This is an optimization exercise on Yosys and OpenROAD, whose aim is small area, a short achievable clock period and few clock cycles, not a production implementation. Only simulation tests tie the RTL to the original design; equivalence was not proved. Power and IR drop assume default switching activity.

old:
==> flow/design.v (excerpt) <==
module qkv_proj_top #(
  parameter int NUM_PROJ = 3
) (
  input  logic           clk,
  input  logic           reset_n,
  input  logic           dut_valid,
  output logic           dut_ready,
  output qkv_pkg::addr_t input_read_address,
  input  qkv_pkg::data_t input_read_data,
  output qkv_pkg::addr_t weight_read_address,
  input  qkv_pkg::data_t weight_read_data,
  output logic           result_write_enable,
  output qkv_pkg::addr_t result_write_address,
  output qkv_pkg::data_t result_write_data
);
  logic fetch_start;
  logic fetch_step;
  logic dot_first;
  logic dot_end;
  logic row_end;
  logic matrix_end;
  qkv_ctrl #(
    .NUM_PROJ (NUM_PROJ)
  ) ctrl_i (
    .clk              (clk),
    .reset_n          (reset_n),
    .dut_valid        (dut_valid),
    .input_read_data  (input_read_data),
    .weight_read_data (weight_read_data),
    .dut_ready        (dut_ready),
    .fetch_start      (fetch_start),
    .fetch_step       (fetch_step),
    .dot_first        (dot_first),
    .dot_end          (dot_end),
    .row_end          (row_end),
    .matrix_end       (matrix_end)
  );
  input_addr_gen input_addr_gen_i (
    .clk                (clk),
    .reset_n            (reset_n),
    .fetch_start        (fetch_start),
    .fetch_step         (fetch_step),
    .dot_end            (dot_end),
    .row_end            (row_end),
    .matrix_end         (matrix_end),
    .input_read_address (input_read_address)
  );
  weight_addr_gen weight_addr_gen_i (
  ...
Size in the first run: roughly 360 flip-flops, roughly 140 I/O pins, ~25000 um2 of cells after synthesis.
==> flow/config.mk <==
export PLATFORM = sky130hd
export DESIGN_NAME = qkv_proj_top
export DESIGN_NICKNAME = qkv_proj_top
export VERILOG_FILES = /design/flow/design.v
export SDC_FILE = /design/flow/constraint.sdc
export NUM_CORES = 4
export LEC_CHECK = 0
export CAP_MARGIN = 20
export CORE_MARGIN = 2
export CORE_UTILIZATION = 60
export SLEW_MARGIN = 20
==> flow/constraint.sdc <==
create_clock -name core_clock -period 10.0 [get_ports {clk}]
set_input_delay 2.0000 -clock core_clock [delete_from_list [all_inputs] [get_ports {clk}]]
set_output_delay 2.0000 -clock core_clock [all_outputs]
set_load 0.01 [all_outputs]
standard.sh (not shown) runs the stock make flow with config.mk's settings and CLKGATE_MAP_FILE= SYNTH_SCRIPT=/design/flow/synth_recipe.tcl, a recipe that flattens the netlist after the stock synthesis.
==> flow/flow/run.sh <==
#!/bin/bash
set -euo pipefail
bash standard.sh SETUP_SLACK_MARGIN=6.6 finish > standard_flow.log 2>&1
Testbench counts of old, summed over its fixed seeds: cycles 426,597.
### old -> new
==> flow/run.sh (new file) <==
#!/bin/bash
# synth_recipe.tcl (not shown) runs the flow's synth.tcl, then flattens the netlist and writes it again
# the make line also repeats each setting of config.mk as NAME=value (left out here)
make -C /OpenROAD-flow-scripts/flow DESIGN_CONFIG=/design/flow/config.mk WORK_HOME=/design/flow/orfs CLKGATE_MAP_FILE= SYNTH_SCRIPT=/design/flow/synth_recipe.tcl finish
removed: flow/flow/run.sh
removed: flow/standard.sh
==> summary.txt <==
- Re upper clock frequency limit: old and new aren't equal, and the lower value belongs to new.
- Clock group power for new: about 6% up relative to old
- Count of cells along the worst hold path: old vs new — no meaningful difference
- | via count | new vs old | 484 lower |
- Changes observed in new relative to old: post-layout minimum cycle time went up 0.73 ns, worst hold slack held, buffer count excluding the clock tree in the final layout went down about 24%.
- NOTE peak supply drop old->new increased by more than 10%

---

== main ==
Another version of the RTL of qkv_proj_top (not shown whole).
For scale: about 2800 cells after synthesis, ~320 flip-flops, ~25000 um2 of cells after synthesis.
Settings: LEC_CHECK=0, CAP_MARGIN=20, CORE_MARGIN=2, CORE_UTILIZATION=60, CTS_CLUSTER_DIAMETER=120, CTS_CLUSTER_SIZE=28, SLEW_MARGIN=20; clock period 10.0 ns.
==> flow/flow/run.sh <==
#!/bin/bash
set -euo pipefail
bash standard.sh 'BUFFER_PORTS_ARGS=-buffer_cell sky130_fd_sc_hd__buf_1' SETUP_SLACK_MARGIN=6.65 finish > standard_flow.log 2>&1
Testbench counts of main, summed over its fixed seeds: cycles 426,597.
Inputs modified between main and the feature branch:
# main
export LEC_CHECK = 0
export CAP_MARGIN = 20
export CORE_MARGIN = 2
export CORE_UTILIZATION = 60
export CTS_CLUSTER_DIAMETER = 120
export CTS_CLUSTER_SIZE = 28
export SLEW_MARGIN = 20
create_clock -name core_clock -period 10.0 [get_ports {clk}]
# the feature branch
export LEC_CHECK = 0
export CAP_MARGIN = 20
export CORE_MARGIN = 2
export CORE_UTILIZATION = 70
export CTS_CLUSTER_DIAMETER = 120
export CTS_CLUSTER_SIZE = 28
export SLEW_MARGIN = 20
create_clock -name core_clock -period 10.0 [get_ports {clk}]
==> flow/flow/run.sh <==
#!/bin/bash
set -euo pipefail
bash standard.sh 'BUFFER_PORTS_ARGS=-buffer_cell sky130_fd_sc_hd__buf_1' SETUP_SLACK_MARGIN=6.8 finish > standard_flow.log 2>&1
Notes after the runs:
Looking at minimum clock period across main and the feature branch, the one that comes out higher is main.
main consumes less power than the feature branch.
Looking at total cell area at the placement stage across main and the feature branch, the one that comes out higher is main.
Looking at antenna diode count across main and the feature branch, the one that comes out lower is main.
Compared to main, the feature branch has final setup slack of the worst path 0.12 ns higher.
Compare main and the feature branch | number of non-clock inverters in the layout lower: main

---

## the reference run
qkv_proj_top again, from the RTL that the note above started with.
clock: 10.0 ns
lec_check: 0
cap_margin: 20
core_margin: 2
core_utilization: 60
cts_cluster_diameter: 120
cts_cluster_size: 28
slew_margin: 20
==> flow/flow/run.sh <==
#!/bin/bash
set -euo pipefail
bash standard.sh 'BUFFER_PORTS_ARGS=-buffer_cell sky130_fd_sc_hd__buf_1' SETUP_SLACK_MARGIN=6.75 finish > standard_flow.log 2>&1
The final layout from the reference run, which completed every stage, passed the timing, DRC and antenna checks at the end of the flow.
Testbench counts of the reference run, summed over its fixed seeds: cycles 426,597.
Relative to the reference run, the following input files were edited for the trial run:
diff --git a/flow/config.mk b/flow/config.mk
--- a/flow/config.mk
+++ b/flow/config.mk
@@ -9,3 +9,3 @@
 export CORE_MARGIN = 2
-export CORE_UTILIZATION = 60
+export CORE_UTILIZATION = 70
 export CTS_CLUSTER_DIAMETER = 120
Results
Looking only at global-route wire length before repair, and setting everything else aside, the higher value of the trial run and the reference run goes to the reference run. Cmp the trial run and the reference run / maximum number of pins on one net before global-route repair / higher: the trial run. Between the reference run and the trial run, the cell count went down. Placed cell count in the trial run is 2.3% lower than in the reference run. Against the reference run as the reference, the trial run delivers a lower internal power of the cells. The trial run ends up with a power share of the combinational group that is 0.7 points higher than in the reference run.

---

Starting RTL as in the previous note.
export LEC_CHECK = 0
export CAP_MARGIN = 20
export CORE_MARGIN = 2
export CORE_UTILIZATION = 60
export CTS_CLUSTER_DIAMETER = 120
export CTS_CLUSTER_SIZE = 28
export SLEW_MARGIN = 20
create_clock -name core_clock -period 10.0 [get_ports {clk}]
==> flow/flow/run.sh <==
#!/bin/bash
set -euo pipefail
bash standard.sh 'BUFFER_PORTS_ARGS=-buffer_cell sky130_fd_sc_hd__buf_1' SETUP_SLACK_MARGIN=6.85 finish > standard_flow.log 2>&1
Testbench counts at the start, summed over its fixed seeds: cycles 426,597.
Then changed:
==> flow/flow/run.sh (replaced) <==
#!/bin/bash
set -euo pipefail
bash standard.sh 'BUFFER_PORTS_ARGS=-buffer_cell sky130_fd_sc_hd__buf_1' SETUP_SLACK_MARGIN=6.75 finish > standard_flow.log 2>&1
- CORE_UTILIZATION: 60 -> 75
Effect: The changed run produced a clean layout. Register-to-register slack is worse by 0.09 ns. Via count grows by 2.0%. Die area shrinks by 20%. Core utilization grows by 13 points. Clock-buffer cell count shrinks by 3. Setup slack is worse by 0.086 ns. Sequential share of layout area grows by 0.98 points. Design area shrinks by about 5%. Wire length shrinks by about 8%. Global-route usage grows by 6.7 points.

-- afterwards: timing with drivers on the ports --
The flow's constraints put no driver on any port. The routed layouts listed below were extracted and timed again, unchanged, in two steps. Step 1 (the two cells are an assumption about what drives the block):
set clk [get_ports {clk}]
set_driving_cell -lib_cell sky130_fd_sc_hd__clkbuf_16 $clk
set_driving_cell -lib_cell sky130_fd_sc_hd__buf_2 [delete_from_list [all_inputs] $clk]
Step 2 moves the port delays by t, midway between the first and last clock arrival at a register: inputs arrive t later, outputs are due t later. That takes back most of the time a late clock gives input paths. Three values: no drivers, after step 1, after step 2; two values: the first two.
run	t (ns)	setup slack, ns	hold slack, ns	pins driven straight from the clock port
old	0.631	6.669 / 6.633 / 6.669	0.328 / 0.328 / 0.328	1
new	0.635	5.935 / 5.935 / 5.935	0.329 / 0.329 / 0.329	1
main	0.607	6.702 / 6.702 / 6.702	0.326 / 0.326 / 0.326	1
the feature branch	0.583	6.818 / 6.785 / 6.818	0.355 / 0.355 / 0.355	1
the reference run	0.611	6.797 / 6.734 / 6.806	0.327 / 0.327 / 0.327	1
the trial run	0.581	6.821 / 6.766 / 6.837	0.356 / 0.356 / 0.356	1
the first run of note 4	0.607	6.849 / 6.826 / 6.849	0.329 / 0.329 / 0.329	1
the second run of note 4	0.575	6.763 / 6.763 / 6.763	0.331 / 0.331 / 0.331	1
After both steps setup and hold are still met in every run listed.
